Context: an optimization exercise on an open-source flow, tuned for small area, a short achievable clock period and few clock cycles. The choices shown serve that exercise and are no tape-out recipe. Only simulation tests tie the RTL to the original design; equivalence was not proved. No activity file was given, so power comes from the tool's default toggle rates.

run 1:
Design cfu_mac, start of the top module:
module cfu_mac #(
  parameter int unsigned XLEN    = 32,
  parameter int unsigned NUM_ACC = 4,
  parameter int unsigned MUL_BPC = 4,
  parameter int unsigned CTRL_W  = 8
) (
  input  logic              clk_i,
  input  logic              rst_ni,
  input  logic              stall_i,
  input  logic              valid_i,
  input  logic [CTRL_W-1:0] cfu_ctrl_i,
  input  logic [XLEN-1:0]   src1_i,
  input  logic [XLEN-1:0]   src2_i,
  output logic              stall_o,
  output logic [XLEN-1:0]   rslt_o
);
For scale: about 110 I/O pins, roughly 34000 sq um of cells after synthesis.
==> flow/config.mk <==
export PLATFORM = sky130hd
export DESIGN_NAME = cfu_mac
export DESIGN_NICKNAME = cfu_mac
export VERILOG_FILES = /design/flow/design.v
export SDC_FILE = /design/flow/constraint.sdc
export NUM_CORES = 4
export LEC_CHECK = 0
export CAP_MARGIN = 30
export CORE_MARGIN = 2
export CORE_UTILIZATION = 40
export SETUP_SLACK_MARGIN = 4
export SLEW_MARGIN = 30
export SYNTH_HIERARCHICAL = 1
==> flow/constraint.sdc <==
create_clock -name core_clock -period 10.0 [get_ports {clk_i}]
set_input_delay 2.0000 -clock core_clock [delete_from_list [all_inputs] [get_ports {clk_i}]]
set_output_delay 2.0000 -clock core_clock [all_outputs]
set_load 0.01 [all_outputs]
standard.sh (not shown) runs the stock make flow with config.mk's settings and CLKGATE_MAP_FILE= SYNTH_SCRIPT=/design/flow/synth_recipe.tcl, a recipe that flattens the netlist after the stock synthesis.
==> flow/flow/run.sh <==
#!/bin/bash
# Standard layout, except that after global placement the port buffers that
# buffer_ports inserted (delay cells) are swapped for plain buffers, which the
# later repair steps can then size. Each tool's output goes to its own log here.
set -euo pipefail
R="$PWD/orfs/results/$FLOW_PLATFORM/cfu_mac/base"
bash standard.sh "$R/3_3_place_gp.odb" > standard_to_place_gp.log 2>&1
RESULTS="$R" openroad -no_init -exit flow/fix_ports.tcl > fix_ports.log 2>&1
bash standard.sh > standard_finish.log 2>&1
==> flow/flow/fix_ports.tcl <==
# Swap the delay-cell port buffers for plain buffers of the same function.
read_liberty $::env(FLOW_HOME)/platforms/sky130hd/lib/sky130_fd_sc_hd__tt_025C_1v80.lib
read_db $::env(RESULTS)/3_3_place_gp.odb
set n 0
foreach inst [get_cells {input* output*}] {
  set master [get_property [get_lib_cells -of_objects $inst] name]
  if {[string match "sky130_fd_sc_hd__clkdlybuf*" $master]} {
    replace_cell $inst sky130_fd_sc_hd__buf_4
    incr n
  }
}
puts "replaced $n port buffers"
write_db $::env(RESULTS)/3_3_place_gp.odb
Run 1 reached the end of the flow, and the finished layout is clean on the timing, DRC and antenna checks.
Testbench counts of run 1, summed over its fixed seeds: cycles 9,696.
Input changes introduced in run 2 (baseline for comparison: run 1):
# run 1
export LEC_CHECK = 0
export CAP_MARGIN = 30
export CORE_MARGIN = 2
export CORE_UTILIZATION = 40
export SETUP_SLACK_MARGIN = 4
export SLEW_MARGIN = 30
export SYNTH_HIERARCHICAL = 1
create_clock -name core_clock -period 10.0 [get_ports {clk_i}]
# run 2
export LEC_CHECK = 0
export CAP_MARGIN = 20
export CORE_MARGIN = 2
export CORE_UTILIZATION = 40
export SETUP_SLACK_MARGIN = 4.5
export SLEW_MARGIN = 20
create_clock -name core_clock -period 10.0 [get_ports {clk_i}]
==> flow/run.sh (new file) <==
#!/bin/bash
# synth_recipe.tcl (not shown) runs the flow's synth.tcl, then flattens the netlist and writes it again
# the make line also repeats each setting of config.mk as NAME=value (left out here)
make -C /OpenROAD-flow-scripts/flow DESIGN_CONFIG=/design/flow/config.mk WORK_HOME=/design/flow/orfs CLKGATE_MAP_FILE= SYNTH_SCRIPT=/design/flow/synth_recipe.tcl finish
removed: flow/flow/run.sh
removed: flow/flow/fix_ports.tcl
removed: flow/standard.sh
Run 2 has completed all stages; timing, DRC and antenna checks passed. Going from run 1 to run 2, worst hold slack grows by 30 ps. Compared with run 1, run 2 shows a sequential share of layout area that is 4.4 points lower. Via count was lower in run 1 than in run 2. Number of placement rows (run 2 vs. run 1) decreases slightly. In the tables for run 1 and run 2, first-pass GRT wire length reads lower with run 1. Between run 1 and run 2, xor and xnor fraction of the mapped netlist area is lower for run 2, run 1 comes in above that. Design area in run 2 is about 16% higher than in run 1. Run 1 tops out at a lower clock frequency than run 2. The met1 layer usage reported by global route of run 2 is higher than that of run 1. NOTE: clock group share of total power in run 2 falls short of that of run 1.
#### Input delta (run 3 over run 2)
# run 2
export LEC_CHECK = 0
export CAP_MARGIN = 20
export CORE_MARGIN = 2
export CORE_UTILIZATION = 40
export SETUP_SLACK_MARGIN = 4.5
export SLEW_MARGIN = 20
create_clock -name core_clock -period 10.0 [get_ports {clk_i}]
# run 3
export LEC_CHECK = 0
export CAP_MARGIN = 30
export CORE_MARGIN = 2
export CORE_UTILIZATION = 55
export PLACE_DENSITY = 0.75
export SETUP_SLACK_MARGIN = 4
export SLEW_MARGIN = 30
create_clock -name core_clock -period 10.0 [get_ports {clk_i}]
==> flow/flow/run.sh (new file) <==
#!/bin/bash
# Standard layout, except that after global placement the port buffers that
# buffer_ports inserted (delay cells) are swapped for plain buffers, which the
# later repair steps can then size. Each tool's output goes to its own log here.
set -euo pipefail
R="$PWD/orfs/results/$FLOW_PLATFORM/cfu_mac/base"
bash standard.sh "$R/3_3_place_gp.odb" > standard_to_place_gp.log 2>&1
RESULTS="$R" openroad -no_init -exit flow/fix_ports.tcl > fix_ports.log 2>&1
bash standard.sh > standard_finish.log 2>&1
==> flow/flow/fix_ports.tcl (new file) <==
# Swap the delay-cell port buffers for plain buffers of the same function.
read_liberty $::env(FLOW_HOME)/platforms/sky130hd/lib/sky130_fd_sc_hd__tt_025C_1v80.lib
read_db $::env(RESULTS)/3_3_place_gp.odb
set n 0
foreach inst [get_cells {input* output*}] {
  set master [get_property [get_lib_cells -of_objects $inst] name]
  if {[string match "sky130_fd_sc_hd__clkdlybuf*" $master]} {
    replace_cell $inst sky130_fd_sc_hd__buf_2
    incr n
  }
}
puts "replaced $n port buffers"
write_db $::env(RESULTS)/3_3_place_gp.odb
==> flow/standard.sh (new file) <==
#!/bin/bash
# synth_recipe.tcl (not shown) runs the flow's synth.tcl, then flattens the netlist and writes it again
# the make line also repeats each setting of config.mk as NAME=value (left out here)
make -C /OpenROAD-flow-scripts/flow DESIGN_CONFIG=/design/flow/config.mk WORK_HOME=/design/flow/orfs CLKGATE_MAP_FILE= SYNTH_SCRIPT=/design/flow/synth_recipe.tcl "${@:-finish}"
removed: flow/run.sh
[summary]
- When run 3 is measured against run 2, its layout-stage area growth over the synthesis result turns out 25 points lower.
- Run 3 vs. run 2: post-cts gate resize count now smaller; total power saw a decrease; largest net degree at the start of global routing went up by 6.9%; depth of the worst register-to-register path now sits higher.
- Biggest fanout along the worst timing path sits higher in run 3 than in run 2.
- Run 3: all stages complete, timing, DRC and antenna checks passed
- Run 3: sum of met2 wire segment lengths after detailed routing lower than run 2
- The final clock period utilization by the worst path in run 3 was higher than what run 2 gave.
- ~same count of hold-fix buffers inserted at cts in run 2 and run 3
> inputs changed (run 3 -> run 4)
# run 3
export LEC_CHECK = 0
export CAP_MARGIN = 30
export CORE_MARGIN = 2
export CORE_UTILIZATION = 55
export PLACE_DENSITY = 0.75
export SETUP_SLACK_MARGIN = 4
export SLEW_MARGIN = 30
create_clock -name core_clock -period 10.0 [get_ports {clk_i}]
# run 4
export LEC_CHECK = 0
export CAP_MARGIN = 30
export CORE_MARGIN = 2
export CORE_UTILIZATION = 40
export SETUP_SLACK_MARGIN = 4.2
export SLEW_MARGIN = 30
create_clock -name core_clock -period 10.0 [get_ports {clk_i}]
diff --git a/flow/flow/fix_ports.tcl b/flow/flow/fix_ports.tcl
--- a/flow/flow/fix_ports.tcl
+++ b/flow/flow/fix_ports.tcl
@@ -8 +8 @@
-    replace_cell $inst sky130_fd_sc_hd__buf_2
+    replace_cell $inst sky130_fd_sc_hd__buf_4
--- outcome ---
On run 4: share of the final layout cell area in sequential cells is 1.2 points lower than what run 3 gave.
Run 4 finished all stages; the layout is clean.
The higher fmax of run 4 and run 3 is in run 4.
Re number of clock-tree buffers in the layout: run 3 was lower than run 4.
Final critical delay including setup and external delays: run 4 < run 3
Diff run 3 -> run 4 | met1 routing resource usage after global routing | decrease of 17 points
Run 4 ended up with a higher number of gates given a new drive strength after cts than run 3 did.
Of run 4 and run 3, run 4 shows the higher number of placed cells counting well taps, with run 3 below it.
Delta (run 4 minus run 3): worst endpoint data arrival time -120 ps; final area up 4.0%.

========
cfu_mac again, from the RTL that the note above started with.
==> flow/design.v (excerpt) <==
module cfu_mac #(
  parameter int unsigned XLEN    = 32,
  parameter int unsigned NUM_ACC = 4,
  parameter int unsigned MUL_BPC = 4,
  parameter int unsigned CTRL_W  = 8
) (
  input  logic              clk_i,
  input  logic              rst_ni,
  input  logic              stall_i,
  input  logic              valid_i,
  input  logic [CTRL_W-1:0] cfu_ctrl_i,
  input  logic [XLEN-1:0]   src1_i,
  input  logic [XLEN-1:0]   src2_i,
  output logic              stall_o,
  output logic [XLEN-1:0]   rslt_o
);
==> flow/config.mk <==
export PLATFORM = sky130hd
export DESIGN_NAME = cfu_mac
export DESIGN_NICKNAME = cfu_mac
export VERILOG_FILES = /design/flow/design.v
export SDC_FILE = /design/flow/constraint.sdc
export NUM_CORES = 4
export LEC_CHECK = 0
export CAP_MARGIN = 30
export CORE_MARGIN = 2
export CORE_UTILIZATION = 40
export PLACE_DENSITY = 0.75
export SETUP_SLACK_MARGIN = 4
export SLEW_MARGIN = 30
export TNS_END_PERCENT = 5
==> flow/constraint.sdc <==
create_clock -name core_clock -period 10.0 [get_ports {clk_i}]
set_input_delay 2.0000 -clock core_clock [delete_from_list [all_inputs] [get_ports {clk_i}]]
set_output_delay 2.0000 -clock core_clock [all_outputs]
set_load 0.01 [all_outputs]
==> flow/flow/run.sh <==
#!/bin/bash
# Standard layout, except that after global placement the port buffers that
# buffer_ports inserted (delay cells) are swapped for plain buffers, which the
# later repair steps can then size. Each tool's output goes to its own log here.
set -euo pipefail
R="$PWD/orfs/results/$FLOW_PLATFORM/cfu_mac/base"
bash standard.sh "$R/3_3_place_gp.odb" > standard_to_place_gp.log 2>&1
RESULTS="$R" openroad -no_init -exit flow/fix_ports.tcl > fix_ports.log 2>&1
bash standard.sh > standard_finish.log 2>&1
==> flow/flow/fix_ports.tcl <==
# Swap the delay-cell port buffers for plain buffers of the same function.
read_liberty $::env(FLOW_HOME)/platforms/sky130hd/lib/sky130_fd_sc_hd__tt_025C_1v80.lib
read_db $::env(RESULTS)/3_3_place_gp.odb
set n 0
foreach inst [get_cells {input* output*}] {
  set master [get_property [get_lib_cells -of_objects $inst] name]
  if {[string match "sky130_fd_sc_hd__clkdlybuf*" $master]} {
    replace_cell $inst sky130_fd_sc_hd__buf_2
    incr n
  }
}
puts "replaced $n port buffers"
write_db $::env(RESULTS)/3_3_place_gp.odb
The first run completed without violations.
Testbench counts at the start, summed over its fixed seeds: cycles 9,696.
Next try:
==> flow/run.sh (new file) <==
#!/bin/bash
# synth_recipe.tcl (not shown) runs the flow's synth.tcl, then flattens the netlist and writes it again
# the make line also repeats each setting of config.mk as NAME=value (left out here)
make -C /OpenROAD-flow-scripts/flow DESIGN_CONFIG=/design/flow/config.mk WORK_HOME=/design/flow/orfs CLKGATE_MAP_FILE= SYNTH_SCRIPT=/design/flow/synth_recipe.tcl finish
CAP_MARGIN = 20   (was 30)
PLACE_DENSITY = not set   (was 0.75)
SETUP_SLACK_MARGIN = 3   (was 4)
SLEW_MARGIN = 20   (was 30)
TNS_END_PERCENT = not set   (was 5)
removed: flow/flow/run.sh
removed: flow/flow/fix_ports.tcl
removed: flow/standard.sh
The new run passed the timing, DRC and antenna checks.
Final cell count is about the same.
Via count falls by 1.7%.
Power went down by 1.4%.
Critical path depth grows by 4.
Synthesized area does not change.
Sequential power is about the same.
Wire length went up by 1.4%.
Next try:
==> flow/flow/run.sh (new file) <==
#!/bin/bash
# Standard layout, except that after global placement the port buffers that
# buffer_ports inserted (delay cells) are swapped for plain buffers, which the
# later repair steps can then size. Each tool's output goes to its own log here.
set -euo pipefail
R="$PWD/orfs/results/$FLOW_PLATFORM/cfu_mac/base"
bash standard.sh "$R/3_3_place_gp.odb" > standard_to_place_gp.log 2>&1
RESULTS="$R" openroad -no_init -exit flow/fix_ports.tcl > fix_ports.log 2>&1
bash standard.sh > standard_finish.log 2>&1
==> flow/flow/fix_ports.tcl (new file) <==
# Swap the delay-cell port buffers for plain buffers of the same function.
read_liberty $::env(FLOW_HOME)/platforms/sky130hd/lib/sky130_fd_sc_hd__tt_025C_1v80.lib
read_db $::env(RESULTS)/3_3_place_gp.odb
set n 0
foreach inst [get_cells {input* output*}] {
  set master [get_property [get_lib_cells -of_objects $inst] name]
  if {[string match "sky130_fd_sc_hd__clkdlybuf*" $master]} {
    replace_cell $inst sky130_fd_sc_hd__buf_4
    incr n
  }
}
puts "replaced $n port buffers"
write_db $::env(RESULTS)/3_3_place_gp.odb
==> flow/standard.sh (new file) <==
#!/bin/bash
# synth_recipe.tcl (not shown) runs the flow's synth.tcl, then flattens the netlist and writes it again
# the make line also repeats each setting of config.mk as NAME=value (left out here)
make -C /OpenROAD-flow-scripts/flow DESIGN_CONFIG=/design/flow/config.mk WORK_HOME=/design/flow/orfs CLKGATE_MAP_FILE= SYNTH_SCRIPT=/design/flow/synth_recipe.tcl "${@:-finish}"
CAP_MARGIN = 30   (was 20)
SETUP_SLACK_MARGIN = 4   (was 3)
SLEW_MARGIN = 30   (was 20)
removed: flow/run.sh
The changed run went through all stages and came out clean.
Cell area rises by a few percent.
Clock skew falls by 9.7 ps.
Count of clock-buffer cells in the layout falls by 1.
Total power rises by a few percent.
Routed wire length rises slightly.
Sequential power hardly moves.
Global-route usage rises by 0.23 points.
Area after synthesis does not change.
Next try:
--- a/flow/flow/fix_ports.tcl
+++ b/flow/flow/fix_ports.tcl
@@ -8 +8 @@
-    replace_cell $inst sky130_fd_sc_hd__buf_4
+    replace_cell $inst sky130_fd_sc_hd__buf_2
GPL_ROUTABILITY_DRIVEN = 0   (was not set)
PLACE_DENSITY = 0.75   (was not set)
Wire length decreases by 3.7%.
Core utilization decreases by 0.58 points.
Total power decreases by 2.0%.
Via count increases by 3.1%.
Setup slack is better by 22 ps.
Next try:
GPL_ROUTABILITY_DRIVEN = not set   (was 0)
Sequential share of layout area increases by 0.26 points.
Register-to-register slack loses 120 ps.
Power increases by about 0.35%.
Critical path depth increases by 3.
Setup slack gains 77 ps.
Maximum frequency increases by 1.3%.
Count of clock-buffer cells in the layout increases by 2.
Hold slack loses 20 ps.
Die area does not change.
Combinational power increases by about 0.7%.
Clock power barely changes.

-- re-timing with driven ports --
No port has a modelled driver above. Below, the same layouts with a new extraction and two added sets of constraints.
Step 1 assumes that a clkbuf_16 drives the clock port and a buf_2 every other input.
Step 2 moves the port delays by t, midway between the first and last clock arrival at a register: inputs arrive t later, outputs are due t later. That takes back most of the time a late clock gives input paths.
Three values: no drivers, after step 1, after step 2; two values: the first two.
run	t, ns	setup slack, ns	worst hold slack (ns)
run 1	0.684	3.966 / 3.898 / 3.483	0.546 / 0.546 / 0.546
run 2	0.684	4.080 / 4.012 / 3.585	0.576 / 0.576 / 0.576
run 3	0.672	3.914 / 3.921 / 3.282	0.548 / 0.548 / 0.548
run 4	0.673	4.033 / 4.033 / 3.535	0.532 / 0.532 / 0.532
the first run of note 2	0.672	3.845 / 3.822 / 3.279	0.540 / 0.540 / 0.540
the second run of note 2	0.680	2.905 / 2.901 / 2.269	0.533 / 0.533 / 0.533
the third run of note 2	0.672	3.860 / 3.860 / 3.336	0.531 / 0.531 / 0.531
the fourth run of note 2	0.672	3.882 / 3.858 / 3.264	0.578 / 0.578 / 0.578
the fifth run of note 2	0.674	3.958 / 3.892 / 3.383	0.558 / 0.558 / 0.558
After both steps every run listed still meets setup and hold. For the second run of note 2, which loses most, drivers alone change the setup slack by -0.004 ns; drivers and shift together by -0.636 ns.
